What follows belongs to an exercise in optimizing a design on an open flow for a short achievable clock period and few clock cycles; a production flow would make more cautious choices.
In this exercise RTL edits were held to simulation tests only and were not proved equivalent to the original.

### flow/flow/run.sh
#!/bin/bash
# The standard layout, with repair_timing aiming well below the 12 ns clock so that it
# sizes and buffers the critical paths (it fixes the worst 15% of endpoints to bound run
# time), on a larger core with the cells spread more evenly so that the memory's read
# trees route; global routing may leave light overflow for detailed routing to resolve.
set -euo pipefail
bash standard.sh SETUP_SLACK_MARGIN=8 TNS_END_PERCENT=15 CORE_UTILIZATION=26 PLACE_DENSITY=0.45 \
  'GLOBAL_ROUTE_ARGS=-congestion_iterations 20 -congestion_report_iter_step 5 -allow_congestion -verbose' \
  finish > standard_flow.log 2>&1
### flow/standard.sh
#!/bin/bash
# synth_recipe.tcl (not shown) runs the flow's synth.tcl, then flattens the netlist and writes it again
# the make line also repeats each setting of config.mk as NAME=value (left out here)
make -C /OpenROAD-flow-scripts/flow DESIGN_CONFIG=/design/flow/config.mk WORK_HOME=/design/flow/orfs CLKGATE_MAP_FILE= SYNTH_SCRIPT=/design/flow/synth_recipe.tcl "${@:-finish}"
### flow/config.mk
export PLATFORM = sky130hd
export DESIGN_NAME = cpu_system
export DESIGN_NICKNAME = cpu_system
export VERILOG_FILES = /design/flow/design.v
export SDC_FILE = /design/flow/constraint.sdc
export NUM_CORES = 4
export LEC_CHECK = 0
export CAP_MARGIN = 20
export CORE_MARGIN = 2
export CORE_UTILIZATION = 30
export SLEW_MARGIN = 20
### flow/constraint.sdc
create_clock -name core_clock -period 12.0 [get_ports {CLK}]
set_input_delay 2.4000 -clock core_clock [delete_from_list [all_inputs] [get_ports {CLK}]]
set_output_delay 2.4000 -clock core_clock [all_outputs]
set_load 0.01 [all_outputs]
### flow/design.v
`default_nettype none
package isa_pkg;
  localparam int OPCODE_BITS  = 4;
  localparam int OPERAND_BITS = 16 - OPCODE_BITS;
  typedef logic [OPCODE_BITS-1:0]  opcode_t;
  typedef logic [OPERAND_BITS-1:0] operand_t;
  typedef struct packed {
    opcode_t  opcode;
    operand_t operand;
  } instr_t;
  localparam opcode_t OP_NOP  = 4'h0;
  localparam opcode_t OP_LDI  = 4'h1;   
  localparam opcode_t OP_LD   = 4'h2;
  localparam opcode_t OP_ST   = 4'h3;
  localparam opcode_t OP_ADD  = 4'h4;   
  localparam opcode_t OP_SUB  = 4'h5;
  localparam opcode_t OP_AND  = 4'h6;
  localparam opcode_t OP_OR   = 4'h7;
  localparam opcode_t OP_XOR  = 4'h8;
  localparam opcode_t OP_JMP  = 4'h9;
  localparam opcode_t OP_JZ   = 4'ha;   
  localparam opcode_t OP_OUT  = 4'hb;
  localparam opcode_t OP_IN   = 4'hc;
  localparam opcode_t OP_HALT = 4'hf;
endpackage
`default_nettype wire
`default_nettype none
package bus_pkg;
  typedef logic [16-1:0]    word_t;
  typedef logic [8-1:0] address_t;
  typedef logic [8-1:0]    port_t;
  typedef struct packed {
    logic     wr;
    address_t address;
    word_t    data;
  } mem_req_t;
  typedef struct packed {
    port_t port;
    word_t data;
  } io_write_t;
endpackage
`default_nettype wire
`default_nettype none
module boot_memory
(
  input  wire                     CLK,
  input  wire bus_pkg::address_t  f_addr,      
  output bus_pkg::word_t          f0_rdata,    
  output bus_pkg::word_t          f1_rdata,    
  output bus_pkg::word_t          f2_rdata,    
  output logic                    f0_jmp,      
  output logic                    f1_jmp,
  output logic                    f2_jmp,
  output logic                    f2_nop,      
  input  wire bus_pkg::address_t  r0_addr,
  output bus_pkg::word_t          r0_rdata,
  input  wire bus_pkg::address_t  r1_addr,
  output bus_pkg::word_t          r1_rdata,
  input  wire bus_pkg::mem_req_t  w_req
);
  localparam int DEPTH = 1 << 8;
  logic [DEPTH-1:0][16-1:0] mem;
  logic [DEPTH-1:0]                     jmp;
  logic [DEPTH-1:0]                     nop;
  logic                                 w_jmp;
  logic                                 w_nop;
  isa_pkg::opcode_t                     w_op;
  assign w_op  = w_req.data[16-1 -: isa_pkg::OPCODE_BITS];
  assign w_jmp = (w_op == isa_pkg::OP_JMP);
  assign w_nop = (w_op == isa_pkg::OP_NOP) || (w_op == 4'hd) || (w_op == 4'he);
  for (genvar i = 0; i < DEPTH; i++)
  begin : g_word
    always_ff @(posedge CLK)
    begin
      if (w_req.wr && w_req.address == i)
      begin
        mem[i] <= w_req.data;
        jmp[i] <= w_jmp;
        nop[i] <= w_nop;
      end
    end
  end
  bus_pkg::word_t mem1 [0:DEPTH-1];    
  bus_pkg::word_t mem2 [0:DEPTH-1];    
  logic [DEPTH-1:0] jmp1, jmp2, nop2;
  for (genvar i = 0; i < DEPTH; i++)
  begin : g_rot
    assign mem1[i] = mem[(i + 1) % DEPTH];
    assign mem2[i] = mem[(i + 2) % DEPTH];
    assign jmp1[i] = jmp[(i + 1) % DEPTH];
    assign jmp2[i] = jmp[(i + 2) % DEPTH];
    assign nop2[i] = nop[(i + 2) % DEPTH];
  end
  assign f0_rdata = mem[f_addr];
  assign f1_rdata = mem1[f_addr];
  assign f2_rdata = mem2[f_addr];
  assign f0_jmp   = jmp[f_addr];
  assign f1_jmp   = jmp1[f_addr];
  assign f2_jmp   = jmp2[f_addr];
  assign f2_nop   = nop2[f_addr];
  assign r0_rdata = mem[r0_addr];
  assign r1_rdata = mem[r1_addr];
endmodule
`default_nettype wire
`default_nettype none
module cpu_core
(
  input  wire                    CLK,
  input  wire                    rst,
  input  wire                    start,
  input  wire bus_pkg::mem_req_t host_req,
  output bus_pkg::mem_req_t      w_req,       
  output bus_pkg::address_t      f_addr,
  input  wire bus_pkg::word_t    f0_rdata,
  input  wire bus_pkg::word_t    f1_rdata,
  input  wire bus_pkg::word_t    f2_rdata,
  input  wire                    f0_jmp,
  input  wire                    f1_jmp,
  input  wire                    f2_jmp,
  input  wire                    f2_nop,
  output bus_pkg::address_t      r0_addr,
  input  wire bus_pkg::word_t    r0_rdata,
  output bus_pkg::address_t      r1_addr,
  input  wire bus_pkg::word_t    r1_rdata,
  input  wire bus_pkg::word_t    io_in,
  output logic                   io_wr,
  output bus_pkg::io_write_t     io_out,
  output logic                   busy,
  output logic                   halted
);
  typedef struct packed {
    logic ld;       
    logic add;
    logic sub;
    logic f_and;
    logic f_or;
    logic f_xor;
    logic st;
    logic out;
    logic jz;
    logic halt;
  } eflags_t;
  logic              running;
  logic              halted_q;
  bus_pkg::address_t pc;            
  logic              d_v0, d_v1;
  isa_pkg::instr_t   d_i0, d_i1;
  bus_pkg::address_t d_pc;          
  logic              d_fold;        
  eflags_t           e0, e1;
  bus_pkg::address_t e_a0, e_a1;
  bus_pkg::word_t    e_opr0, e_opr1;
  logic              e1_fwd;        
  bus_pkg::word_t    acc;
  bus_pkg::mem_req_t wq;            
  logic              wp_v;          
  bus_pkg::address_t wp_a;
  bus_pkg::word_t    io_in_q;       
  logic              io_wr_q;
  bus_pkg::io_write_t io_q;
  logic [1:0]        oq_cnt;        
  bus_pkg::io_write_t oq0, oq1;
  bus_pkg::word_t    opr1;
  bus_pkg::word_t    acc_mid;
  bus_pkg::word_t    acc_out1;
  bus_pkg::word_t    acc_next;
  logic              j0t, j1t, redirect, e_halt;
  bus_pkg::address_t target;
  logic              ws_en;
  bus_pkg::io_write_t io_a, io_b;    
  bus_pkg::address_t ws_addr;
  bus_pkg::word_t    ws_data;
  assign opr1 = e1_fwd ? acc : e_opr1;
  always_comb
  begin
    acc_mid = acc;
    if (e0.ld)    acc_mid = e_opr0;
    if (e0.add)   acc_mid = acc + e_opr0;
    if (e0.sub)   acc_mid = acc - e_opr0;
    if (e0.f_and) acc_mid = acc & e_opr0;
    if (e0.f_or)  acc_mid = acc | e_opr0;
    if (e0.f_xor) acc_mid = acc ^ e_opr0;
  end
  always_comb
  begin
    acc_out1 = acc_mid;
    if (e1.ld)    acc_out1 = opr1;
    if (e1.add)   acc_out1 = acc_mid + opr1;
    if (e1.sub)   acc_out1 = acc_mid - opr1;
    if (e1.f_and) acc_out1 = acc_mid & opr1;
    if (e1.f_or)  acc_out1 = acc_mid | opr1;
    if (e1.f_xor) acc_out1 = acc_mid ^ opr1;
  end
  bus_pkg::word_t x0;
  logic           mid_zero;
  assign x0 = acc ^ e_opr0;
  always_comb
  begin
    if (e0.ld)
      mid_zero = (e_opr0 == '0);
    else if (e0.add)
      mid_zero = (x0 == {(acc[14:0] | e_opr0[14:0]), 1'b0});
    else if (e0.sub || e0.f_xor)
      mid_zero = (x0 == '0);
    else if (e0.f_and)
      mid_zero = ((acc & e_opr0) == '0);
    else if (e0.f_or)
      mid_zero = ((acc | e_opr0) == '0);
    else
      mid_zero = (acc == '0);
  end
  assign j0t      = e0.jz && (acc == '0);
  assign j1t      = e1.jz && !j0t && mid_zero;
  assign acc_next = j0t ? acc : acc_out1;
  assign redirect = j0t || j1t;
  assign target   = j0t ? e_a0 : e_a1;
  assign e_halt   = e1.halt && !j0t;
  assign ws_en   = e0.st || e1.st;
  assign ws_addr = e0.st ? e_a0 : e_a1;
  assign ws_data = e0.st ? acc : acc_mid;
  assign io_a.port = e_a0;
  assign io_a.data = acc;
  assign io_b.port = e_a1;
  assign io_b.data = acc_mid;
  assign w_req = wq;
  bus_pkg::address_t pc1;
  bus_pkg::address_t pc2;
  isa_pkg::instr_t   f0, f1, f2;
  logic              j0, j1, j2;      
  logic              n2;              
  bus_pkg::address_t f_next;
  assign pc1    = pc + bus_pkg::address_t'(1);
  assign pc2    = pc + bus_pkg::address_t'(2);
  assign f_addr = pc;
  assign f0 = f0_rdata;
  assign f1 = f1_rdata;
  assign f2 = f2_rdata;
  assign j0 = f0_jmp;
  assign j1 = f1_jmp;
  assign j2 = f2_jmp;
  assign n2 = f2_nop;
  always_comb
  begin
    if (j0)
      f_next = bus_pkg::address_t'(f0.operand);
    else if (j1)
      f_next = bus_pkg::address_t'(f1.operand);
    else if (j2)
      f_next = bus_pkg::address_t'(f2.operand);
    else if (n2)
      f_next = pc + bus_pkg::address_t'(3);
    else
      f_next = pc2;
  end
  bus_pkg::address_t d_pc1, d_pc2;
  bus_pkg::address_t a0, a1;
  isa_pkg::opcode_t  op0, op1;
  bus_pkg::word_t    opr0_n, opr1_n;
  logic              stale0, stale1, stale_fold, pairable;
  logic              out2_ok, halt1_ok;
  logic [1:0]        oq_next;       
  assign d_pc1   = d_pc + bus_pkg::address_t'(1);
  assign d_pc2   = d_pc + bus_pkg::address_t'(2);
  assign a0      = bus_pkg::address_t'(d_i0.operand);
  assign a1      = bus_pkg::address_t'(d_i1.operand);
  assign op0     = d_i0.opcode;
  assign op1     = d_i1.opcode;
  assign r0_addr = a0;
  assign r1_addr = a1;
  always_comb
  begin
    if (op0 == isa_pkg::OP_LDI)
      opr0_n = bus_pkg::word_t'(d_i0.operand);
    else if (op0 == isa_pkg::OP_IN)
      opr0_n = io_in_q;
    else if (ws_en && ws_addr == a0)
      opr0_n = ws_data;
    else if (wq.wr && wq.address == a0)
      opr0_n = wq.data;
    else
      opr0_n = r0_rdata;
    if (op1 == isa_pkg::OP_LDI)
      opr1_n = bus_pkg::word_t'(d_i1.operand);
    else if (op1 == isa_pkg::OP_IN)
      opr1_n = io_in_q;
    else if (ws_en && ws_addr == a1)
      opr1_n = ws_data;
    else if (wq.wr && wq.address == a1)
      opr1_n = wq.data;
    else
      opr1_n = r1_rdata;
  end
  function automatic logic unseen(input logic ws_en_i, input bus_pkg::address_t ws_addr_i,
                                  input logic wq_v, input bus_pkg::address_t wq_a,
                                  input logic wp_v_i, input bus_pkg::address_t wp_a_i,
                                  input bus_pkg::address_t x);
    unseen = (ws_en_i && ws_addr_i == x) || (wq_v && wq_a == x) || (wp_v_i && wp_a_i == x);
  endfunction
  assign stale0   = unseen(ws_en, ws_addr, wq.wr, wq.address, wp_v, wp_a, d_pc);
  assign stale1   = unseen(ws_en, ws_addr, wq.wr, wq.address, wp_v, wp_a, d_pc1) ||
                    (op0 == isa_pkg::OP_ST && a0 == d_pc1);
  assign stale_fold = d_fold && (unseen(ws_en, ws_addr, wq.wr, wq.address, wp_v, wp_a, d_pc2) ||
                                 (op0 == isa_pkg::OP_ST && a0 == d_pc2) ||
                                 (op1 == isa_pkg::OP_ST && a1 == d_pc2));
  always_comb
  begin
    case ({oq_cnt, e0.out, e1.out})
      {2'd0, 1'b0, 1'b0}, {2'd0, 1'b1, 1'b0}, {2'd0, 1'b0, 1'b1}, {2'd1, 1'b0, 1'b0}:
        oq_next = 2'd0;
      {2'd0, 1'b1, 1'b1}, {2'd1, 1'b1, 1'b0}, {2'd1, 1'b0, 1'b1}, {2'd2, 1'b0, 1'b0}:
        oq_next = 2'd1;
      default:
        oq_next = 2'd2;
    endcase
  end
  assign out2_ok  = (oq_next != 2'd2);
  assign halt1_ok = (oq_next == 2'd0) && !(op0 == isa_pkg::OP_OUT);
  assign pairable = d_v1 && !stale1 &&
                    !(op0 == isa_pkg::OP_OUT && op1 == isa_pkg::OP_OUT && !out2_ok) &&
                    !(op1 == isa_pkg::OP_HALT && !halt1_ok) &&
                    !(op0 == isa_pkg::OP_ST && op1 == isa_pkg::OP_ST);
  eflags_t dec0, dec1;
  always_comb
  begin
    dec0       = '0;
    dec0.ld    = (op0 == isa_pkg::OP_LD) || (op0 == isa_pkg::OP_LDI) || (op0 == isa_pkg::OP_IN);
    dec0.add   = (op0 == isa_pkg::OP_ADD);
    dec0.sub   = (op0 == isa_pkg::OP_SUB);
    dec0.f_and = (op0 == isa_pkg::OP_AND);
    dec0.f_or  = (op0 == isa_pkg::OP_OR);
    dec0.f_xor = (op0 == isa_pkg::OP_XOR);
    dec0.st    = (op0 == isa_pkg::OP_ST);
    dec0.out   = (op0 == isa_pkg::OP_OUT);
    dec0.jz    = (op0 == isa_pkg::OP_JZ);
    dec0.halt  = (op0 == isa_pkg::OP_HALT);
    dec1       = '0;
    dec1.ld    = (op1 == isa_pkg::OP_LD) || (op1 == isa_pkg::OP_LDI) || (op1 == isa_pkg::OP_IN);
    dec1.add   = (op1 == isa_pkg::OP_ADD);
    dec1.sub   = (op1 == isa_pkg::OP_SUB);
    dec1.f_and = (op1 == isa_pkg::OP_AND);
    dec1.f_or  = (op1 == isa_pkg::OP_OR);
    dec1.f_xor = (op1 == isa_pkg::OP_XOR);
    dec1.st    = (op1 == isa_pkg::OP_ST);
    dec1.out   = (op1 == isa_pkg::OP_OUT);
    dec1.jz    = (op1 == isa_pkg::OP_JZ);
    dec1.halt  = (op1 == isa_pkg::OP_HALT);
  end
  logic issue0, issue1;    
  logic load_d;            
  logic replay;            
  bus_pkg::address_t replay_pc;
  logic halt_d;
  logic hold;              
  always_comb
  begin
    issue0    = 1'b0;
    issue1    = 1'b0;
    load_d    = 1'b0;
    replay    = 1'b0;
    replay_pc = d_pc;
    halt_d    = 1'b0;
    hold      = 1'b0;
    if (!running)
      load_d = start;
    else if (redirect || e_halt)
      ;
    else if (!d_v0)
      load_d = 1'b1;
    else if (stale0)
      replay = 1'b1;
    else if (op0 == isa_pkg::OP_HALT)
    begin
      halt_d = (oq_cnt + 2'(e0.out) + 2'(e1.out)) <= 2'd1;
      hold   = !halt_d;
    end
    else if (pairable)
    begin
      issue0    = 1'b1;
      issue1    = 1'b1;
      load_d    = !stale_fold;
      replay    = stale_fold;
      replay_pc = d_pc2;
    end
    else if (!d_v1)
    begin
      issue0 = 1'b1;
      load_d = 1'b1;
    end
    else
    begin
      issue0    = 1'b1;
      replay    = 1'b1;
      replay_pc = d_pc1;
    end
  end
  logic              use_f;         
  bus_pkg::address_t alt_pc;        
  bus_pkg::address_t pc_n;
  always_comb
  begin
    use_f  = 1'b0;
    alt_pc = '0;
    if (rst)
      ;
    else if (!running)
      use_f = load_d;
    else if (redirect)
      alt_pc = target;
    else if (e_halt || halt_d)
      ;
    else if (replay)
      alt_pc = replay_pc;
    else if (!hold)
      use_f = 1'b1;
    else
      alt_pc = pc;
  end
  assign pc_n = use_f ? f_next : alt_pc;
  always_ff @(posedge CLK)
  begin
    pc      <= pc_n;
    wp_v    <= wq.wr;
    wp_a    <= wq.address;
    io_in_q <= io_in;
    acc     <= acc_next;
    if (host_req.wr)
      wq <= host_req;
    else
    begin
      wq.wr      <= e0.st || (e1.st && !j0t);
      wq.address <= ws_addr;
      wq.data    <= ws_data;
    end
    io_wr_q <= (oq_cnt != 2'd0) || e0.out || (e1.out && !j0t);
    oq_cnt  <= oq_cnt + 2'(e0.out) + 2'(e1.out && !j0t) - 2'((oq_cnt != 2'd0) || e0.out || (e1.out && !j0t));
    case (oq_cnt)
      2'd0:
      begin
        io_q <= e0.out ? io_a : io_b;
        oq0  <= io_b;
      end
      2'd1:
      begin
        io_q <= oq0;
        oq0  <= e0.out ? io_a : io_b;
        oq1  <= io_b;
      end
      default:
      begin
        io_q <= oq0;
        oq0  <= oq1;
        oq1  <= e0.out ? io_a : io_b;
      end
    endcase
    e0     <= issue0 ? dec0 : '0;
    e1     <= issue1 ? dec1 : '0;
    e_a0   <= a0;
    e_a1   <= a1;
    e_opr0 <= opr0_n;
    e_opr1 <= opr1_n;
    e1_fwd <= (op0 == isa_pkg::OP_ST) && (a0 == a1);
    if (!hold)
    begin
      d_v0   <= load_d;
      d_v1   <= load_d && !j0;
      d_fold <= load_d && !j0 && !j1 && (j2 || n2);
    end
    if (!hold)
    begin
      d_i0  <= f0;
      d_i1  <= f1;
      d_pc  <= pc;
    end
    if (!running)
    begin
      if (start)
      begin
        running  <= 1'b1;
        halted_q <= 1'b0;
      end
    end
    else if (!redirect && (e_halt || halt_d))
    begin
      running  <= 1'b0;
      halted_q <= 1'b1;
    end
    if (rst)
    begin
      running  <= 1'b0;
      halted_q <= 1'b0;
      d_v0     <= 1'b0;
      d_v1     <= 1'b0;
      e0       <= '0;
      e1       <= '0;
      acc      <= '0;
      io_wr_q  <= 1'b0;
      oq_cnt   <= 2'd0;
    end
  end
  assign io_wr  = io_wr_q;
  assign io_out = io_q;
  assign busy   = running;
  assign halted = halted_q;
endmodule
`default_nettype wire
`default_nettype none
module cpu_system
(
  input  wire                    CLK,
  input  wire                    rst,
  input  wire                    start,
  input  wire bus_pkg::mem_req_t host_req,
  input  wire bus_pkg::word_t    io_in,
  output logic                   io_wr,
  output bus_pkg::io_write_t     io_out,
  output logic                   busy,
  output logic                   halted
);
  bus_pkg::mem_req_t w_req;        
  bus_pkg::address_t f_addr;
  bus_pkg::address_t r0_addr;
  bus_pkg::address_t r1_addr;
  bus_pkg::word_t    f0_rdata;
  bus_pkg::word_t    f1_rdata;
  bus_pkg::word_t    f2_rdata;
  logic              f0_jmp, f1_jmp, f2_jmp, f2_nop;
  bus_pkg::word_t    r0_rdata;
  bus_pkg::word_t    r1_rdata;
  cpu_core u_core (
    .CLK       (CLK),
    .rst       (rst),
    .start     (start),
    .host_req  (host_req),
    .w_req     (w_req),
    .f_addr     (f_addr),
    .f0_rdata  (f0_rdata),
    .f1_rdata  (f1_rdata),
    .f2_rdata  (f2_rdata),
    .f0_jmp    (f0_jmp),
    .f1_jmp    (f1_jmp),
    .f2_jmp    (f2_jmp),
    .f2_nop    (f2_nop),
    .r0_addr    (r0_addr),
    .r0_rdata  (r0_rdata),
    .r1_addr    (r1_addr),
    .r1_rdata  (r1_rdata),
    .io_in     (io_in),
    .io_wr     (io_wr),
    .io_out    (io_out),
    .busy      (busy),
    .halted    (halted)
  );
  boot_memory u_mem (
    .CLK      (CLK),
    .f_addr    (f_addr),
    .f0_rdata (f0_rdata),
    .f1_rdata (f1_rdata),
    .f2_rdata (f2_rdata),
    .f0_jmp   (f0_jmp),
    .f1_jmp   (f1_jmp),
    .f2_jmp   (f2_jmp),
    .f2_nop   (f2_nop),
    .r0_addr   (r0_addr),
    .r0_rdata (r0_rdata),
    .r1_addr   (r1_addr),
    .r1_rdata (r1_rdata),
    .w_req    (w_req)
  );
endmodule
`default_nettype wire
==> out/results.txt <==
Xor/xnor cell area share of the yosys netlist - 0.543%
Simple-gate share of the synthesized area - 5.18%
#FFs+latches synth - 4870
EDFF count, synth - 4681
Total track usage - 73.9%
Area contributors post-synth - edfxtp_1 47%, mux4_2 31%, a22oi_1 6.6%
Initial Utilization - 26.1%
Row count - 395
Number of H-tree levels - 6
Largest net degree at the start of global routing - 236
Syn_nets - 19510
Compound-cell area share of the yosys netlist - 10.4%
Largest family of logic cells by synthesized area - multiplexers
Gr ovfl total - 1
Share of the synthesized area in the top cell type - 46.6%
DP Wirelength - 3070 mm
IO Count - 71
CTS Hold Bufs - 0
Setup WS pre-CTS - 3.64 ns
Synth Flop Type - edfxtp_1
Synth Area in Adders - 0.478%
Post-synthesis instance total - 19354
Clock Sinks - 4870
Die Wd - 1.08 mm
Sequential share of the synthesized area - 47.8%
Clk Tree Root Cell - clkbuf_16
Cts bufs inserted - 663
Die H - 1.08 mm
Port Buffer Count - 70
Async set or reset register ratio after synthesis - 0%
Post-synth cell types - 101
Post-synthesis cell area - 302000 um2
Area leader, netlist - edfxtp_1
Error msg - [ERROR GRT-0232] Routing congestion too high. Check the congestion heatmap in the GUI.
Clock buffer depth - 5
Halt Stage - global routing (5_1_grt)
Multiplexer share of the synthesized area - 32.6%
DP Area - 340000 um2
Status - stopped before the end
Routability congestion estimate - 1.23
Synth Warn # - 4
Post-Syn Area per Cell - 15.6 um2
[stage by stage]
| stage | hold WS, ns | instances |
|---|---|---|
| CTS | 0.442 | 37496 |
| detailed placement | 0.415 | 35453 |
| floorplan | 0.329 | 19354 |
| global placement | 0.439 | 35385 |
[cell usage after synthesis, types with 15 or more instances]
cell type	n
a2111oi_0	35
a211oi_1	34
a21o_1	16
a21oi_1	350
a221o_1	23
a221oi_1	109
a222oi_1	65
a22o_1	168
a22oi_1	2646
a31oi_1	56
a32oi_1	50
and2_1	29
and3_1	95
buf_1	338
buf_2	365
buf_4	86
buf_6	66
clkbuf_1	1037
dfxtp_1	189
edfxtp_1	4681
ha_1	108
inv_1	143
mux2_2	71
mux2i_1	299
mux4_2	4197
nand2_1	1031
nand2b_1	54
nand3_1	233
nand3b_1	15
nand4_1	325
nor2_1	812
nor2b_1	45
nor3_1	232
nor3b_1	15
nor4_1	234
o2111ai_1	23
o211ai_1	60
o21ai_0	258
o221ai_1	16
o22ai_1	203
o32ai_1	17
or3_1	23
or4_1	40
xnor2_1	128
xor2_1	49
[cell families after synthesis]
group,after synthesis
adders and majority gates,113
DFF,4870
muxes,4567
AOI/OAI and AO/OA,4301
xor gates and xnor gates,181
and+or+nand+nor,3271
buffers and inverters,2051
[per-layer routing]
layer  GRT overflow  GRT usage, %
met5              0          52.6
met4              0          70.7
met3              0          66.7
met2              1          83.1
met1              0          73.8
[worst min-delay path by stage]
stage,from,to,slack [ns],cells past startpoint
floorplan,u_core.wq[18],u_core.wp_a[2],0.33,0
global placement,u_core.oq0[22],u_core.io_q[22],0.44,2
detailed placement,u_core.oq0[19],u_core.io_q[19],0.41,2
CTS,u_core.oq0[17],u_core.io_q[17],0.44,2
[repair_timing]
action                                  in CTS
pin swaps                                  212
buffers inserted                           642
endpoints found under the setup margin     788
gates cloned                               210
resized for setup                         2056
[power groups by stage]
stage	combinational (mW)	clock [mW]	sequential, mW
3_5_place_dp	50.4	0	21.0
3_3_place_gp	50.7	0	21.1
4_1_cts	59.4	21.6	20.6
2_1_floorplan	25.3	0	20.8
Testbench counts, summed over its fixed seeds: cycles 19,239.
